This design comes from an exercise in tuning for small area on the open sky130 flow, not from production work. Only simulation tests tie the RTL to the original design; equivalence was not proved. Power is estimated from default activity; no workload was simulated. The clock port is modelled as an ideal driver; clocking choices that lean on that would not hold on a real chip.

P:
## spi_eeprom_slave
module spi_eeprom_slave #(
  parameter int AW      = 7,
  parameter int PAGE_AW = 4
) (
  input  logic clk,
  input  logic rst,
  input  logic sck,
  input  logic csn,
  input  logic mosi,
  output logic miso,
  output logic miso_oe,
  output logic wel
);
  localparam int NL = 64;    
  localparam int LW = 16;    
  typedef enum logic [3:0] {
    IDLE   = 4'd15,
    CMD    = 4'd0,
    ADDR_R = 4'd2,
    ADDR_W = 4'd3,
    WR0    = 4'd6,    
    WR1    = 4'd7,    
    IGN    = 4'd1,
    IGN_S  = 4'd5,    
    IGN_C  = 4'd9,    
    RD     = 4'd8,
    ST     = 4'd12
  } state_t;
  logic [2:0]      sck_q;
  logic [1:0]      csn_q;
  logic [1:0]      mosi_q;
  state_t          state_q;
  logic [2:0]      bit_cnt_q;
  logic [6:0]      shift_q;
  logic [AW-1:0]   addr_q;
  logic            miso_q;
  logic            wel_q;
  logic [3:0]      phase_q;
  logic            fill_q;
  logic            wv_q;
  logic [7:0]      wbuf_q;
  logic            near_q;
  logic [LW-1:0]   loop_q [NL];
  logic            sck_rise;
  logic            sck_fall;
  logic            csn_s;
  logic            mosi_s;
  logic            last_bit;
  logic [7:0]      rx_byte;
  logic            out_state;
  logic            byte_done;
  logic [3:0]      enter;
  logic            wbit;
  logic            wr_half;
  logic            wr_on;
  logic            wr_one;
  logic            wr_zero;
  logic [AW-1:0]   rd_addr;
  logic [7:0]      pre_hi_n;
  logic [7:0]      pre_lo_n;
  logic [NL-1:0]   loop_sel;
  logic [NL-1:0]   loop_d0;
  logic [LW/2-1:0] tap_col;
  logic [3:0]      rd_pos;
  logic            tap_bit;
  logic            rd_bit;
  assign sck_rise  = sck_q[1] & ~sck_q[2];
  assign sck_fall  = ~sck_q[1] & sck_q[2];
  assign csn_s     = csn_q[1];
  assign mosi_s    = mosi_q[1];
  assign last_bit  = (bit_cnt_q == 3'd7);
  assign rx_byte   = {shift_q, mosi_s};
  ...
export LEC_CHECK = 0
export CAP_MARGIN = 20
export CORE_MARGIN = 2
export CORE_UTILIZATION = 40
export CTS_BUF_LIST = sky130_fd_sc_hd__clkbuf_16
export CTS_CLUSTER_DIAMETER = 80
export CTS_CLUSTER_SIZE = 30
export SLEW_MARGIN = 20
export SYNTH_HIERARCHICAL = 1
export SYNTH_MINIMUM_KEEP_SIZE = 0
create_clock -name core_clock -period 8.0 [get_ports {clk}]
standard.sh (not shown) runs the stock make flow with config.mk's settings and CLKGATE_MAP_FILE= SYNTH_SCRIPT=/design/flow/synth_recipe.tcl, a recipe that flattens the netlist after the stock synthesis.
==> flow/flow/run.sh <==
#!/bin/bash
# The standard layout (standard.sh), with clock tree synthesis told not to add dummy
# loads for balancing: clkbuf_16 buffers, sink clusters of at most 30 flip-flops within
# 80 um. Everything else, synthesis included, is the standard flow.
set -euo pipefail
export CTS_ARGS="-sink_clustering_enable -repair_clock_nets -buf_list sky130_fd_sc_hd__clkbuf_16 -sink_clustering_size 30 -sink_clustering_max_diameter 80 -dont_use_dummy_load"
bash standard.sh finish > standard_flow.log 2>&1
Modified inputs, Q compared to P
==> flow/flow/run.sh <==
#!/bin/bash
# The standard layout (standard.sh) with two changes:
#  - clock tree synthesis adds no dummy loads for balancing and uses clkbuf_16 buffers
#    on sink clusters of at most 32 flip-flops within 90 um;
#  - the buffer that global placement puts on every input and output port is buf_1.
# Everything else, synthesis included, is the standard flow.
set -euo pipefail
export CTS_ARGS="-sink_clustering_enable -repair_clock_nets -buf_list sky130_fd_sc_hd__clkbuf_16 -sink_clustering_size 32 -sink_clustering_max_diameter 90 -dont_use_dummy_load"
export BUFFER_PORTS_ARGS="-buffer_cell sky130_fd_sc_hd__buf_1"
bash standard.sh finish > standard_flow.log 2>&1
--- outcome ---
Q vs P — switching power dropped slightly. Relative to P, Q improves total power after layout. Q: share of the clock period used by the worst path after layout is 0.65 points lower than what P reported. Per the comparison of Q with P, slack of the critical path higher; post-layout utilization of the core lower. Q has completed all stages; timing, DRC and antenna checks passed.


The RTL this note starts from:
==> flow/design.v <==
`timescale 1ns/1ps
module spi_eeprom_slave #(
  parameter int AW      = 7,
  parameter int PAGE_AW = 4
) (
  input  logic clk,
  input  logic rst,
  input  logic sck,
  input  logic csn,
  input  logic mosi,
  output logic miso,
  output logic miso_oe,
  output logic wel
);
  localparam int NL = 64;    
  localparam int LW = 16;    
  typedef enum logic [3:0] {
    IDLE   = 4'd15,
    CMD    = 4'd0,
    ADDR_R = 4'd2,
    ADDR_W = 4'd3,
    WR0    = 4'd6,    
    WR1    = 4'd7,    
    IGN    = 4'd1,
    IGN_S  = 4'd5,    
    IGN_C  = 4'd9,    
    RD     = 4'd8,
    ST     = 4'd12
  } state_t;
  logic [2:0]      sck_q;
  logic [1:0]      csn_q;
  logic [1:0]      mosi_q;
  state_t          state_q;
  logic [2:0]      bit_cnt_q;
  logic [6:0]      shift_q;
  logic [AW-1:0]   addr_q;
  logic            miso_q;
  logic            wel_q;
  logic [3:0]      phase_q;
  logic            fill_q;
  logic            wv_q;
  logic [7:0]      wbuf_q;
  logic            near_q;
  logic [LW-1:0]   loop_q [NL];
  logic            sck_rise;
  logic            sck_fall;
  logic            csn_s;
  logic            mosi_s;
  logic            last_bit;
  logic [7:0]      rx_byte;
  logic            out_state;
  logic            byte_done;
  logic [3:0]      enter;
  logic            wbit;
  logic            wr_half;
  logic            wr_on;
  logic            wr_one;
  logic            wr_zero;
  logic [AW-1:0]   rd_addr;
  logic [7:0]      pre_hi_n;
  logic [7:0]      pre_lo_n;
  logic [NL-1:0]   loop_sel;
  logic [NL-1:0]   loop_d0;
  logic [LW/2-1:0] tap_col;
  logic [3:0]      rd_pos;
  logic            tap_bit;
  logic            rd_bit;
  assign sck_rise  = sck_q[1] & ~sck_q[2];
  assign sck_fall  = ~sck_q[1] & sck_q[2];
  assign csn_s     = csn_q[1];
  assign mosi_s    = mosi_q[1];
  assign last_bit  = (bit_cnt_q == 3'd7);
  assign rx_byte   = {shift_q, mosi_s};
  assign out_state = (state_q == RD) || (state_q == ST);
  assign byte_done = !csn_s && (state_q == WR0 || state_q == WR1) && sck_rise && last_bit;
  always_ff @(posedge clk) begin
    if (rst) begin
      csn_q <= 2'b11;
    end else begin
      csn_q <= {csn_q[0], csn};
    end
    sck_q  <= {sck_q[1:0], sck};
    mosi_q <= {mosi_q[0], mosi};
  end
  always_ff @(posedge clk) begin
    if (sck_rise) shift_q <= rx_byte[6:0];
  end
  always_ff @(posedge clk) begin
    if (rst) begin
      phase_q <= 4'd0;
      fill_q  <= 1'b1;
    end else begin
      phase_q <= phase_q + 4'd1;
      if (phase_q == 4'd15) fill_q <= 1'b0;
    end
  end
  always_ff @(posedge clk) begin
    if (rst) begin
      wv_q <= 1'b0;
    end else if (byte_done) begin
      wv_q <= 1'b1;
    end else if (!csn_s && state_q == CMD && sck_rise && last_bit) begin
      wv_q <= 1'b0;
    end
    if (byte_done) wbuf_q <= rx_byte;
  end
  assign enter   = ~phase_q;
  assign wr_half = (enter[3] == addr_q[0]);
  assign wbit    = fill_q | wbuf_q[enter[2:0]];
  assign rd_addr = (state_q == ADDR_R) ? rx_byte[AW-1:0] : addr_q;
  always_comb begin
    for (int i = 0; i < 8; i++) begin
      pre_hi_n[i] = !(fill_q || rd_addr[AW-1:4] == 3'(i));
      pre_lo_n[i] = !(fill_q || rd_addr[3:1] == 3'(i));
    end
  end
  assign wr_on   = fill_q || (wv_q && wr_half);
  assign wr_one  = wr_on && wbit;
  assign wr_zero = wr_on && !wbit;
  for (genvar l = 0; l < NL; l++) begin : g_loop
    spi_eeprom_nor2 u_sel (.a(pre_hi_n[l/8]), .b(pre_lo_n[l%8]), .y(loop_sel[l]));
    spi_eeprom_loop_in u_in (.sel(loop_sel[l]), .one(wr_one), .zero(wr_zero),
                             .q(loop_q[l][LW-1]), .d(loop_d0[l]));
  end
  always_ff @(posedge clk) begin
    for (int l = 0; l < NL; l++) begin
      loop_q[l] <= {loop_q[l][LW-2:0], loop_d0[l]};
    end
  end
  for (genvar t = 0; t < LW / 2; t++) begin : g_tap
    logic [NL-1:0] col_in;
    for (genvar l = 0; l < NL; l++) begin : g_in
      assign col_in[l] = loop_q[l][2*t];
    end
    spi_eeprom_col u_col (.d(col_in), .sel(loop_sel), .y(tap_col[t]));
  end
  assign rd_pos  = {rd_addr[0], (state_q == ADDR_R) ? 3'd7 : ~bit_cnt_q} + phase_q;
  assign tap_bit = tap_col[rd_pos[3:1]];
  always_ff @(posedge clk) near_q <= tap_bit;
  assign rd_bit = rd_pos[0] ? near_q : tap_bit;
  always_ff @(posedge clk) begin
    if (rst) begin
      state_q <= IDLE;
      miso_q  <= 1'b0;
      wel_q   <= 1'b0;
    end else if (csn_s) begin
      if (state_q == IGN_S) wel_q <= 1'b1;
      if (state_q == IGN_C || state_q == WR1) wel_q <= 1'b0;
      state_q <= IDLE;
      miso_q  <= 1'b0;
    end else begin
      case (state_q)
        IDLE: state_q <= CMD;
        CMD: begin
          if (sck_rise && last_bit) begin
            case (rx_byte)
              8'h06:   state_q <= IGN_S;
              8'h04:   state_q <= IGN_C;
              8'h05:   state_q <= ST;
              8'h03:   state_q <= ADDR_R;
              8'h02:   state_q <= wel_q ? ADDR_W : IGN;
              default: state_q <= IGN;
            endcase
          end
        end
        ADDR_R: if (sck_rise && last_bit) state_q <= RD;
        ADDR_W: if (sck_rise && last_bit) state_q <= WR0;
        WR0:    if (sck_rise && last_bit) state_q <= WR1;
        IGN_S, IGN_C: if (sck_rise) state_q <= IGN;
        RD: if (sck_fall) miso_q <= rd_bit;
        ST: if (sck_fall) miso_q <= wel_q && (bit_cnt_q == 3'd6);
        default: ;
      endcase
    end
  end
  always_ff @(posedge clk) begin
    if (csn_s || state_q == IDLE) begin
      bit_cnt_q <= 3'd0;
    end else if (out_state ? sck_fall : sck_rise) begin
      bit_cnt_q <= bit_cnt_q + 3'd1;
    end
  end
  always_ff @(posedge clk) begin
    if (!csn_s && (state_q == ADDR_R || state_q == ADDR_W) && sck_rise) begin
      addr_q <= rx_byte[AW-1:0];
    end else if (byte_done && wv_q) begin
      addr_q <= {addr_q[AW-1:PAGE_AW], addr_q[PAGE_AW-1:0] + PAGE_AW'(1)};
    end else if (!csn_s && state_q == RD && sck_fall && last_bit) begin
      addr_q <= addr_q + AW'(1);
    end
  end
  assign miso    = miso_q;
  assign miso_oe = out_state;
  assign wel     = wel_q;
endmodule
module spi_eeprom_nor2 (
  input  logic a,
  input  logic b,
  output logic y
);
  assign y = ~(a | b);
endmodule
module spi_eeprom_loop_in (
  input  logic sel,
  input  logic one,
  input  logic zero,
  input  logic q,
  output logic d
);
  assign d = (sel & one) | (q & ~(sel & zero));
endmodule
module spi_eeprom_aoi222 (
  input  logic [2:0] d,
  input  logic [2:0] s,
  output logic       y
);
  assign y = ~((d[0] & s[0]) | (d[1] & s[1]) | (d[2] & s[2]));
endmodule
module spi_eeprom_nand2b (
  input  logic d,
  input  logic s,
  output logic y
);
  assign y = ~(d & s);
endmodule
module spi_eeprom_nand4 (
  input  logic [3:0] a,
  output logic       y
);
  assign y = ~&a;
endmodule
module spi_eeprom_nand2 (
  input  logic [1:0] a,
  output logic       y
);
  assign y = ~&a;
endmodule
module spi_eeprom_nand3 (
  input  logic [2:0] a,
  output logic       y
);
  assign y = ~&a;
endmodule
module spi_eeprom_col (
  input  logic [63:0] d,
  input  logic [63:0] sel,
  output logic        y
);
  logic [21:0] g;    
  logic [5:0]  h;    
  logic [2:0]  k;    
  for (genvar i = 0; i < 21; i++) begin : g_aoi
    spi_eeprom_aoi222 u (.d(d[3*i +: 3]), .s(sel[3*i +: 3]), .y(g[i]));
  end
  spi_eeprom_nand2b u_last (.d(d[63]), .s(sel[63]), .y(g[21]));
  for (genvar i = 0; i < 5; i++) begin : g_n4
    spi_eeprom_nand4 u (.a(g[4*i +: 4]), .y(h[i]));
  end
  spi_eeprom_nand2 u_n2 (.a(g[21:20]), .y(h[5]));
  for (genvar i = 0; i < 3; i++) begin : g_o2
    spi_eeprom_nor2 u (.a(h[2*i]), .b(h[2*i+1]), .y(k[i]));
  end
  spi_eeprom_nand3 u_out (.a(k), .y(y));
endmodule
==> flow/config.mk <==
export PLATFORM = sky130hd
export DESIGN_NAME = spi_eeprom_slave
export DESIGN_NICKNAME = spi_eeprom_slave
export VERILOG_FILES = /design/flow/design.v
export SDC_FILE = /design/flow/constraint.sdc
export NUM_CORES = 4
export LEC_CHECK = 0
export CAP_MARGIN = 20
export CORE_MARGIN = 2
export CORE_UTILIZATION = 40
export CTS_BUF_LIST = sky130_fd_sc_hd__clkbuf_16
export CTS_CLUSTER_DIAMETER = 80
export CTS_CLUSTER_SIZE = 30
export SLEW_MARGIN = 20
export SYNTH_HIERARCHICAL = 1
export SYNTH_MINIMUM_KEEP_SIZE = 0
==> flow/constraint.sdc <==
create_clock -name core_clock -period 8.0 [get_ports {clk}]
set_input_delay 1.6000 -clock core_clock [delete_from_list [all_inputs] [get_ports {clk}]]
set_output_delay 1.6000 -clock core_clock [all_outputs]
set_load 0.01 [all_outputs]
==> flow/flow/run.sh <==
#!/bin/bash
# The standard layout (standard.sh), with clock tree synthesis told not to add dummy
# loads for balancing: clkbuf_16 buffers, sink clusters of at most 32 flip-flops within
# 90 um. Everything else, synthesis included, is the standard flow.
set -euo pipefail
export CTS_ARGS="-sink_clustering_enable -repair_clock_nets -buf_list sky130_fd_sc_hd__clkbuf_16 -sink_clustering_size 32 -sink_clustering_max_diameter 90 -dont_use_dummy_load"
bash standard.sh finish > standard_flow.log 2>&1
Next try:
==> flow/run.sh (new file) <==
#!/bin/bash
# synth_recipe.tcl (not shown) runs the flow's synth.tcl, then flattens the netlist and writes it again
# the make line also repeats each setting of config.mk as NAME=value (left out here)
make -C /OpenROAD-flow-scripts/flow DESIGN_CONFIG=/design/flow/config.mk WORK_HOME=/design/flow/orfs CLKGATE_MAP_FILE= SYNTH_SCRIPT=/design/flow/synth_recipe.tcl finish
removed: flow/flow/run.sh
removed: flow/standard.sh
After rerunning: Setup slack barely changes. Power is higher by 3.5%. Sequential power hardly moves. Count of clock-buffer cells in the layout is higher by 6. First-iteration DRC count is higher by 8.0%.

==> afterwards: timing with drivers on the ports <==
In the flow no input, the clock included, has a driving cell. The finished layouts below were timed again as built, in two steps. Step 1, drivers: a clkbuf_16 drives clk and a buf_2 each remaining input, both assumed. Step 2 also shifts input and output timing later by t, the mid clock arrival at the registers, as if the neighbouring blocks saw the same clock. a / b / c = no drivers / after step 1 / after step 2; a / b = the first two.
run	t, ns	setup WS [ns]	worst setup path after step 2
P	0.630	2.937 / 2.937 / 2.937	register to register
Q	0.637	2.988 / 2.988 / 2.988	register to register
the first run of note 2	0.629	2.922 / 2.922 / 2.922	register to register
the second run of note 2	0.655	2.925 / 2.925 / 2.925	register to register
After both steps every run listed still meets setup and hold.
